Source: an optimization exercise on an open RTL-to-GDS flow (aim: small area, a short achievable clock period and few clock cycles). Production flows keep margins and buffers that such runs may drop.
At most, simulation tests tie the RTL to the original design; equivalence was not proved.

== before ==
==> module uint_to_decimal_ascii_core, before the edit <==
module uint_to_decimal_ascii_core (
    input  logic         i_clk,
    input  logic         i_rst_n,
    input  logic         in_valid,
    output logic         in_ready,
    input  logic [31:0]  in_value,
    output logic         out_valid,
    input  logic         out_ready,
    output logic [5:0]   out_char,
    output logic         out_last
);
    function automatic logic [3:0] add3(input logic [3:0] d);
        add3[3] = d[3] | (d[2] & (d[1] | d[0]));
        add3[2] = (d[2] & !d[1] & !d[0]) | (d[3] & d[0]);
        add3[1] = (!d[2] & d[1]) | (d[2] & d[1] & d[0]) | (d[3] & !d[0]);
        add3[0] = (!d[3] & !d[2] & d[0]) | (d[2] & d[1] & !d[0]) | (d[3] & !d[0]);
    endfunction
    function automatic logic [38:0] dd4(input logic [38:0] bcd, input logic [3:0] nib);
        logic [38:0] b;
        b = bcd;
        for (int s = 3; s >= 0; s--) begin
            for (int j = 0; j < 9; j++) b[4*j +: 4] = add3(b[4*j +: 4]);
            b = {b[37:0], nib[s]};
        end
        dd4 = b;
    endfunction
    function automatic logic [3:0] lead_digit(input logic [39:0] bcd);
        logic [3:0] k;
        k = '0;
        for (int j = 1; j < 10; j++) begin
            if (bcd[4*j +: 4] != 4'd0) k = 4'(j);
        end
        lead_digit = k;
    endfunction
    logic [31:0] r_b;         
    logic [2:0]  r_fidx;      
    logic        r_bvalid;    
    logic        r_bfirst;    
    logic        r_in_ready;
    logic [2:0] top;
    always_comb begin
        top = '0;
        for (int k = 2; k < 8; k++) begin
            if (in_value[4*k +: 4] != 4'd0) top = 3'(k - 1);
        end
    end
    logic [3:0]  r_nib;       
    logic [4:0]  r_nhb;       
    logic        r_nv, r_nfirst, r_nlast;
    logic [38:0] r_cb;
    logic        r_cb_done;
    logic [38:0] r_ob;
    logic [3:0]  r_ob_ptr;
    logic        r_ob_full;
    logic        r_ovalid, r_olast, r_svalid, r_slast;
    logic [3:0]  r_odig, r_sdig;
    logic push, ob_free, cb_move, stall, step, fetch, take, o_free;
    logic [3:0]  f_nib, f_nhi;
    logic [3:0]  ob_dig;
    logic [39:0] ob_x;
    logic [35:0] b_up;    
    assign push    = r_ob_full && !r_svalid;
    assign ob_free = !r_ob_full || (push && r_ob_ptr == 4'd0);
    assign cb_move = r_cb_done && ob_free;
    assign stall   = r_nv && r_nfirst && r_cb_done && !cb_move;
    assign step    = r_nv && !stall;
    assign fetch   = r_bvalid && !stall;
    assign take    = in_valid && r_in_ready;
    assign b_up  = {8'd0, r_b[31:4]};
    assign f_nib = r_b[4*r_fidx +: 4];
    assign f_nhi = b_up[4*r_fidx +: 4];
    assign ob_x  = {1'b0, r_ob};
    assign ob_dig = ob_x[4*r_ob_ptr +: 4];
    logic n_bvalid, n_bfirst, n_nv, n_nfirst, n_cb_done, n_ob_full, n_stall;
    logic [2:0] n_fidx;
    always_comb begin
        n_bvalid = r_bvalid;
        n_bfirst = r_bfirst;
        n_fidx   = r_fidx;
        n_nv     = fetch || (r_nv && stall);
        n_nfirst = fetch ? r_bfirst : r_nfirst;
        if (fetch) begin
            n_bfirst = 1'b0;
            n_fidx   = r_fidx - 3'd1;
            if (r_fidx == 3'd0) n_bvalid = 1'b0;
        end
        if (take) begin
            n_bvalid = 1'b1;
            n_bfirst = 1'b1;
            n_fidx   = top;
        end
        n_cb_done = (r_cb_done && !cb_move) || (step && r_nlast);
        n_ob_full = (r_ob_full && !(push && r_ob_ptr == 4'd0)) || cb_move;
        n_stall   = n_nv && n_nfirst && n_cb_done && n_ob_full;
    end
    assign o_free = !r_ovalid || out_ready;
    always_ff @(posedge i_clk) begin
        if (!i_rst_n) begin
            r_bvalid   <= 1'b0;
            r_nv       <= 1'b0;
            r_in_ready <= 1'b0;
            r_cb_done  <= 1'b0;
            r_ob_full  <= 1'b0;
            r_ovalid   <= 1'b0;
            r_svalid   <= 1'b0;
        end else begin
            r_bvalid   <= n_bvalid;
            r_nv       <= n_nv;
            r_in_ready <= !n_bvalid || (n_fidx == 3'd0 && !n_stall);
            r_cb_done  <= n_cb_done;
            r_ob_full  <= n_ob_full;
            if (o_free) begin
                r_ovalid <= r_svalid || push;
                r_svalid <= 1'b0;
            end else if (push) begin
                r_svalid <= 1'b1;
            end
        end
    end
    always_ff @(posedge i_clk) begin
        if (take) begin
            r_b <= in_value;
        end
        r_fidx   <= n_fidx;
        r_bfirst <= n_bfirst;
        r_nfirst <= n_nfirst;
        if (fetch) begin
            r_nib   <= f_nib;
            r_nhb   <= {(f_nhi >= 4'd10), f_nhi - ((f_nhi >= 4'd10) ? 4'd10 : 4'd0)};
            r_nlast <= (r_fidx == 3'd0);
        end
        if (step) begin
            r_cb <= dd4(r_nfirst ? {34'd0, r_nhb} : r_cb, r_nib);
        end
        if (cb_move) begin
            r_ob     <= r_cb;
            r_ob_ptr <= lead_digit({1'b0, r_cb});
        end else if (push) begin
            r_ob_ptr <= r_ob_ptr - 4'd1;
        end
        if (o_free) begin
            r_odig  <= r_svalid ? r_sdig : ob_dig;
            r_olast <= r_svalid ? r_slast : (r_ob_ptr == 4'd0);
        end else if (push) begin
            r_sdig  <= ob_dig;
            r_slast <= (r_ob_ptr == 4'd0);
        end
    end
    assign in_ready  = r_in_ready;
    assign out_valid = r_ovalid;
    assign out_char  = {2'b11, r_odig};
    assign out_last  = r_olast;
endmodule
clock: 11.0 ns
lec_check: 0
abc_area: 1
cap_margin: 20
core_margin: 2
core_utilization: 40
place_density: 0.6
slew_margin: 20
standard.sh (not shown) runs the stock make flow with config.mk's settings and CLKGATE_MAP_FILE= SYNTH_SCRIPT=/design/flow/synth_recipe.tcl, a recipe that flattens the netlist after the stock synthesis.
==> flow/flow/run.sh <==
#!/bin/bash
# The standard layout (standard.sh: the standard flow's own synthesis and ORFS flow) with two changes
# to how it is made: the timing repair aims for SETUP_SLACK_MARGIN ns of setup slack, so
# that the achieved period comes out well below the clock period, and each port gets the
# smallest buffer cell (repair may still resize it). The make output goes to
# flow_make.log.
set -euo pipefail
export SETUP_SLACK_MARGIN=${MARGIN:-7.6}
export BUFFER_PORTS_ARGS="-buffer_cell sky130_fd_sc_hd__buf_1"
bash standard.sh > flow_make.log 2>&1
Having completed the whole flow, before delivered a layout that passed the timing, DRC and antenna checks.
Testbench counts of before, summed over its fixed seeds: cycles 17,923.
Inputs modified between before and after:
==> flow/design.v <==
module uint_to_decimal_ascii_core (
    input  logic         i_clk,
    input  logic         i_rst_n,
    input  logic         in_valid,
    output logic         in_ready,
    input  logic [31:0]  in_value,
    output logic         out_valid,
    input  logic         out_ready,
    output logic [5:0]   out_char,
    output logic         out_last
);
    function automatic logic [3:0] add3(input logic [3:0] d);
        add3[3] = d[3] | (d[2] & (d[1] | d[0]));
        add3[2] = (d[2] & !d[1] & !d[0]) | (d[3] & d[0]);
        add3[1] = (!d[2] & d[1]) | (d[2] & d[1] & d[0]) | (d[3] & !d[0]);
        add3[0] = (!d[3] & !d[2] & d[0]) | (d[2] & d[1] & !d[0]) | (d[3] & !d[0]);
    endfunction
    function automatic logic [38:0] dd4(input logic [38:0] bcd, input logic [3:0] nib);
        logic [38:0] b;
        b = bcd;
        for (int s = 3; s >= 0; s--) begin
            for (int j = 0; j < 9; j++) b[4*j +: 4] = add3(b[4*j +: 4]);
            b = {b[37:0], nib[s]};
        end
        dd4 = b;
    endfunction
    function automatic logic [3:0] lead_digit(input logic [39:0] bcd);
        logic [3:0] k;
        k = '0;
        for (int j = 1; j < 10; j++) begin
            if (bcd[4*j +: 4] != 4'd0) k = 4'(j);
        end
        lead_digit = k;
    endfunction
    logic [31:0] r_b;         
    logic [2:0]  r_fidx;      
    logic        r_bvalid;    
    logic        r_bfirst;    
    logic        r_in_ready;
    logic [2:0] top;
    always_comb begin
        top = '0;
        for (int k = 2; k < 8; k++) begin
            if (in_value[4*k +: 4] != 4'd0) top = 3'(k - 1);
        end
    end
    logic [3:0]  r_nib;       
    logic [4:0]  r_nhb;       
    logic        r_nv, r_nfirst, r_nlast;
    logic [38:0] r_cb;
    logic        r_cb_done;
    logic [38:0] r_ob;
    logic [3:0]  r_ob_ptr;
    logic        r_ob_full;
    logic        r_ovalid, r_olast, r_svalid, r_slast;
    logic [3:0]  r_odig, r_sdig;
    logic push, ob_free, cb_move, stall, step, fetch, take, o_free;
    logic [3:0]  f_nib, f_nhi;
    logic [3:0]  ob_dig;
    logic [39:0] ob_x;
    logic [35:0] b_up;    
    assign push    = r_ob_full && !r_svalid;
    assign ob_free = !r_ob_full || (push && r_ob_ptr == 4'd0);
    assign cb_move = r_cb_done && ob_free;
    assign stall   = r_nv && r_nfirst && r_cb_done && !cb_move;
    assign step    = r_nv && !stall;
    assign fetch   = r_bvalid && !stall;
    assign take    = in_valid && r_in_ready;
    assign b_up  = {8'd0, r_b[31:4]};
    assign f_nib = r_b[4*r_fidx +: 4];
    assign f_nhi = b_up[4*r_fidx +: 4];
    assign ob_x  = {1'b0, r_ob};
    assign ob_dig = ob_x[4*r_ob_ptr +: 4];
    logic n_bvalid, n_bfirst, n_nv, n_nfirst, n_cb_done, n_ob_full, n_stall, n_ready_nt, fits_first;
    logic [2:0] n_fidx;
    assign fits_first = (in_value[31:8] == 24'd0);
    logic b_free;
    assign b_free = !r_bvalid || (fetch && r_fidx == 3'd0);
    always_comb begin
        n_bvalid = r_bvalid;
        n_bfirst = r_bfirst;
        n_fidx   = r_fidx;
        n_nv     = fetch || (r_nv && stall);
        n_nfirst = fetch ? r_bfirst : r_nfirst;
        if (fetch) begin
            n_bfirst = 1'b0;
            n_fidx   = r_fidx - 3'd1;
            if (r_fidx == 3'd0) n_bvalid = 1'b0;
        end
        if (b_free) begin
            n_bfirst = 1'b1;
            n_fidx   = top;
        end
        n_cb_done = (r_cb_done && !cb_move) || (step && r_nlast);
        n_ob_full = (r_ob_full && !(push && r_ob_ptr == 4'd0)) || cb_move;
        n_stall   = n_nv && n_nfirst && n_cb_done && n_ob_full;
        n_ready_nt = !n_bvalid || (n_fidx == 3'd0 && !n_stall);
        if (take) n_bvalid = 1'b1;
    end
    assign o_free = !r_ovalid || out_ready;
    always_ff @(posedge i_clk) begin
        if (!i_rst_n) begin
            r_bvalid   <= 1'b0;
            r_nv       <= 1'b0;
            r_in_ready <= 1'b0;
            r_cb_done  <= 1'b0;
            r_ob_full  <= 1'b0;
            r_ovalid   <= 1'b0;
            r_svalid   <= 1'b0;
        end else begin
            r_bvalid   <= n_bvalid;
            r_nv       <= n_nv;
            r_in_ready <= take ? (fits_first && !n_stall) : n_ready_nt;
            r_cb_done  <= n_cb_done;
            r_ob_full  <= n_ob_full;
            if (o_free) begin
                r_ovalid <= r_svalid || push;
                r_svalid <= 1'b0;
            end else if (push) begin
                r_svalid <= 1'b1;
            end
        end
    end
    always_ff @(posedge i_clk) begin
        if (b_free) begin
            r_b <= in_value;
        end
        r_fidx   <= n_fidx;
        r_bfirst <= n_bfirst;
        r_nfirst <= n_nfirst;
        if (fetch) begin
            r_nib   <= f_nib;
            r_nhb   <= {(f_nhi >= 4'd10), f_nhi - ((f_nhi >= 4'd10) ? 4'd10 : 4'd0)};
            r_nlast <= (r_fidx == 3'd0);
        end
        if (step) begin
            r_cb <= dd4(r_nfirst ? {34'd0, r_nhb} : r_cb, r_nib);
        end
        if (cb_move) begin
            r_ob     <= r_cb;
            r_ob_ptr <= lead_digit({1'b0, r_cb});
        end else if (push) begin
            r_ob_ptr <= r_ob_ptr - 4'd1;
        end
        if (o_free) begin
            r_odig  <= r_svalid ? r_sdig : ob_dig;
            r_olast <= r_svalid ? r_slast : (r_ob_ptr == 4'd0);
        end else if (push) begin
            r_sdig  <= ob_dig;
            r_slast <= (r_ob_ptr == 4'd0);
        end
    end
    assign in_ready  = r_in_ready;
    assign out_valid = r_ovalid;
    assign out_char  = {2'b11, r_odig};
    assign out_last  = r_olast;
endmodule
[summary]
- after: area after synthesis is about 3.5% lower than what before reported.
- [compare] base=before new=after: routed wire length dropped about 5%; area growth from synthesis to layout climbed 0.53 points; non-clock buffer count climbed about 9%.
- On adder-cell area share of the yosys netlist, after tracks before almost exactly.
Only the layout flow was run in after; the RTL was not checked for function there.

==> separate check: timing with driven ports <==
Ports are ideal in the flow. The routed layouts listed here were re-timed in OpenROAD. Step 1, drivers: a clkbuf_16 drives i_clk and a buf_2 each remaining input, both assumed. Step 2 moves the port delays by t, midway between the first and last clock arrival at a register: inputs arrive t later, outputs are due t later. That takes back most of the time a late clock gives input paths. a / b / c = ideal ports / drivers / drivers and shift; a / b = the first two.
| run | shift t [ns] | setup slack, ns | worst setup path at the end | clock arrival spread, ns | worst data-port slew with drivers (ns) |
|---|---|---|---|---|---|
| before | 0.461 | 7.880 / 7.837 / 7.593 | input to register | 0.008 / 0.007 | 0.03 |
| after | 0.469 | 7.876 / 7.829 / 7.504 | input to register | 0.014 / 0.014 | 0.03 |
After both steps setup and hold are still met in every run listed. The setup slack of after, which loses most, moves by -0.047 ns with the drivers and by -0.372 ns with both steps.
